This is an optimization exercise on Yosys and OpenROAD, whose aim is small area, a short achievable clock period and few clock cycles per item, not a production implementation. RTL that was checked went through simulation tests only; none was proved equivalent to the original. No activity file was given, so power comes from the tool's default toggle rates.

the baseline:
==> flow/design.v (excerpt) <==
module rolling_hash_substring_counter_top (
  input  logic        clk,
  input  logic        rst_n,
  input  logic        in_valid,
  output logic        in_ready,
  input  logic [1:0]  in_op,
  input  logic [7:0]  in_char,
  output logic        out_valid,
  input  logic        out_ready,
  output logic        out_match,
  output logic [15:0] out_start,
  output logic [15:0] out_count
);
For scale: ~3100 cells after synthesis, ~880 flip-flops, ~49 I/O pins, about 45000 um^2 of cells after synthesis.
==> flow/config.mk <==
export PLATFORM = sky130hd
export DESIGN_NAME = rolling_hash_substring_counter_top
export DESIGN_NICKNAME = rolling_hash_substring_counter_top
export VERILOG_FILES = /design/flow/design.v
export SDC_FILE = /design/flow/constraint.sdc
export NUM_CORES = 4
export LEC_CHECK = 0
export ABC_CLOCK_PERIOD_IN_PS = 3400
export CAP_MARGIN = 20
export CORE_MARGIN = 2
export CORE_UTILIZATION = 60
export SETUP_SLACK_MARGIN = 3.6
export SLEW_MARGIN = 20
export SYNTH_HIERARCHICAL = 1
export SYNTH_MINIMUM_KEEP_SIZE = 0
export TNS_END_PERCENT = 10
==> flow/constraint.sdc <==
create_clock -name core_clock -period 7.0 [get_ports {clk}]
set_input_delay 1.4000 -clock core_clock [delete_from_list [all_inputs] [get_ports {clk}]]
set_output_delay 1.4000 -clock core_clock [all_outputs]
set_load 0.01 [all_outputs]
run.sh (not shown) runs the stock make flow with config.mk's settings and CLKGATE_MAP_FILE= SYNTH_SCRIPT=/design/flow/synth_recipe.tcl, a recipe that flattens the netlist after the stock synthesis.
Changes in the candidate relative to the baseline:
- removing TNS_END_PERCENT (formerly 10)
Results
The candidate finished every step from synthesis to the final layout, and the layout passed the timing, design-rule and antenna checks. Comparing the candidate with the baseline, the final weighted congestion of routability-driven global placement came out essentially unchanged. On minimum clock period after layout, the baseline loses to the candidate. Taking the candidate over the baseline, the post-cts gate resize count ratio works out to 1.4.
No run of this note included a check of the RTL's function; only the layout flow was run.

* * *

== lane 1 ==
rolling_hash_substring_counter_top, a different RTL version from the one above (not shown whole).
For scale: about 890 flip-flops, roughly 49 I/O pins.
==> flow/design.v (excerpt) <==
module rolling_hash_substring_counter_top (
  input  logic        clk,
  input  logic        rst_n,
  input  logic        in_valid,
  output logic        in_ready,
  input  logic [1:0]  in_op,
  input  logic [7:0]  in_char,
  output logic        out_valid,
  input  logic        out_ready,
  output logic        out_match,
  output logic [15:0] out_start,
  output logic [15:0] out_count
);
export LEC_CHECK = 0
export ABC_CLOCK_PERIOD_IN_PS = 3200
export CAP_MARGIN = 20
export CORE_MARGIN = 2
export CORE_UTILIZATION = 60
export SETUP_SLACK_MARGIN = 3.8
export SLEW_MARGIN = 20
export SYNTH_HIERARCHICAL = 1
export SYNTH_MINIMUM_KEEP_SIZE = 0
create_clock -name core_clock -period 7.0 [get_ports {clk}]
Testbench counts of lane 1, summed over its fixed seeds: cycles 24,804, items 22,232.
#### Input delta (lane 2 over lane 1)
# lane 1
export LEC_CHECK = 0
export ABC_CLOCK_PERIOD_IN_PS = 3200
export CAP_MARGIN = 20
export CORE_MARGIN = 2
export CORE_UTILIZATION = 60
export SETUP_SLACK_MARGIN = 3.8
export SLEW_MARGIN = 20
export SYNTH_HIERARCHICAL = 1
export SYNTH_MINIMUM_KEEP_SIZE = 0
create_clock -name core_clock -period 7.0 [get_ports {clk}]
# lane 2
export LEC_CHECK = 0
export ABC_CLOCK_PERIOD_IN_PS = 3400
export CAP_MARGIN = 20
export CORE_MARGIN = 2
export CORE_UTILIZATION = 60
export CTS_CLUSTER_DIAMETER = 80
export CTS_CLUSTER_SIZE = 28
export SETUP_SLACK_MARGIN = 3.6
export SLEW_MARGIN = 20
export SYNTH_HIERARCHICAL = 1
export SYNTH_MINIMUM_KEEP_SIZE = 0
create_clock -name core_clock -period 7.0 [get_ports {clk}]
Area of combinational cells with multiple inputs in lane 2 is 370 sq um below lane 1. For instance area after placement, lane 2 and lane 1 come out practically identical. Number of gates on the worst path with buffers counted on lane 2 is up relative to lane 1. Any difference in final worst-path cycle share between lane 2 and lane 1 is small enough to ignore. Maximum frequency essentially unchanged between lane 1 and lane 2. Looking at the reports, lane 2 completed the entire flow and the layout it produced met the timing, design-rule and antenna checks.
--- input diff lane 2..lane 3 ---
# lane 2
export LEC_CHECK = 0
export ABC_CLOCK_PERIOD_IN_PS = 3400
export CAP_MARGIN = 20
export CORE_MARGIN = 2
export CORE_UTILIZATION = 60
export CTS_CLUSTER_DIAMETER = 80
export CTS_CLUSTER_SIZE = 28
export SETUP_SLACK_MARGIN = 3.6
export SLEW_MARGIN = 20
export SYNTH_HIERARCHICAL = 1
export SYNTH_MINIMUM_KEEP_SIZE = 0
create_clock -name core_clock -period 7.0 [get_ports {clk}]
# lane 3
export LEC_CHECK = 0
export ABC_CLOCK_PERIOD_IN_PS = 3400
export CAP_MARGIN = 20
export CORE_MARGIN = 2
export CORE_UTILIZATION = 60
export SETUP_SLACK_MARGIN = 3.6
export SLEW_MARGIN = 20
export SYNTH_HIERARCHICAL = 1
export SYNTH_MINIMUM_KEEP_SIZE = 0
create_clock -name core_clock -period 7.0 [get_ports {clk}]
[summary]
- Lane 3 vs lane 2, startpoint of the most critical setup path: u_back.yb_r[1] vs u_back.xa_r[7]
- Lane 2 → lane 3: total number of nets in the final design has increased; non-clock inverter count in the final layout has remained practically unchanged; final critical-path setup slack has increased; post-route cell area has increased.
- The run showing the smaller routed wire length is lane 2.
- Per the comparison of lane 3 with lane 2, critical path buffer and inverter count +1, non-clock buffer count shows an increase of about 1.5%.

* * *

Setup of v14:
rolling_hash_substring_counter_top, a different RTL version from the one above (not shown whole).
Size: roughly 3300 cells after synthesis, roughly 46000 µm² of cells after synthesis.
Settings: LEC_CHECK=0, ABC_CLOCK_PERIOD_IN_PS=3100, CAP_MARGIN=20, CORE_MARGIN=2, CORE_UTILIZATION=60, CTS_CLUSTER_DIAMETER=80, CTS_CLUSTER_SIZE=28, SETUP_SLACK_MARGIN=3.85, SLEW_MARGIN=20, SYNTH_HIERARCHICAL=1, SYNTH_MINIMUM_KEEP_SIZE=0; clock period 7.0 ns.
Testbench counts of v14, summed over its fixed seeds: cycles 24,804, items 22,232.
Changes in v13 relative to v14:
--- a/flow/config.mk
+++ b/flow/config.mk
@@ -7,2 +7,3 @@
 export LEC_CHECK = 0
+export ABC_AREA = 1
 export ABC_CLOCK_PERIOD_IN_PS = 3100
@@ -13,3 +14,3 @@
 export CTS_CLUSTER_SIZE = 28
-export SETUP_SLACK_MARGIN = 3.85
+export SETUP_SLACK_MARGIN = 3.9
 export SLEW_MARGIN = 20
### Flow results
- v13 vs. v14: power in the clock group went up by about 2%.
- [v13] largest fanout on the critical path fell 20 relative to v14
- On v13: global-route usage is 2.6 points higher than what v14 gave.
- Of the two values seen for startpoint of the most critical setup path, u_front.s0_bt[2] was produced by v14 and u_back.nya_r[13] by v13.
- v13 against v14: antenna diode count went up by 1; total net switching power went up by 410 µW.
## Diff of input files: v6 against v13
--- a/flow/config.mk
+++ b/flow/config.mk
@@ -7,3 +7,2 @@
 export LEC_CHECK = 0
-export ABC_AREA = 1
 export ABC_CLOCK_PERIOD_IN_PS = 3100
==> comparison <==
The run showing the smaller final critical path time including I/O delays and setup is v6. Summary: clock skew, v6 better than v13. Note that the total via count in the routed design recorded for v6 amounts to 0.880 times the value seen in v13. | fraction of power consumed by the clock network | v6 vs v13 | 0.7 points higher |. Diff v13 -> v6 | worst setup slack | increase of 0.045 ns. Summary — transition time of the tightest slew-check pin, v6 relative to v13: higher, by 0.017 ns.

[re-timing with driven ports]
No port has a modelled driver above. Below, the same layouts with a new extraction and two added sets of constraints. Step 1: set_driving_cell puts a clkbuf_16 on clk and a buf_2 on each other input, an assumption about the parent block. Step 2 times the ports against the registers' clock, not the clock port: input delays grow and output delays shrink by t, the midpoint of the rising clock arrivals with the driver on. Three values: ideal ports, drivers, drivers and shift; two values: the first two.
| run | t, ns | slack for setup (ns) | worst setup path after step 2 | worst data-port slew with drivers (ns) |
|---|---|---|---|---|
| the baseline | 0.720 | 3.357 / 3.357 / 3.038 | input to register | 0.08 |
| the candidate | 0.710 | 3.536 / 3.536 / 3.220 | input to register | 0.04 |
| lane 1 | 0.718 | 3.606 / 3.606 / 3.227 | input to register | 0.04 |
| lane 2 | 0.685 | 3.597 / 3.597 / 3.052 | input to register | 0.04 |
| lane 3 | 0.696 | 3.606 / 3.606 / 3.173 | input to register | 0.03 |
| v14 | 0.700 | 3.908 / 3.863 / 3.443 | input to register | 0.07 |
| v13 | 0.697 | 3.900 / 3.900 / 3.318 | input to register | 0.04 |
| v6 | 0.714 | 3.945 / 3.902 / 3.394 | input to register | 0.04 |
After both steps setup and hold are still met in every run listed. For v13, which loses most, drivers alone change the setup slack by 0.000 ns; drivers and shift together by -0.582 ns.
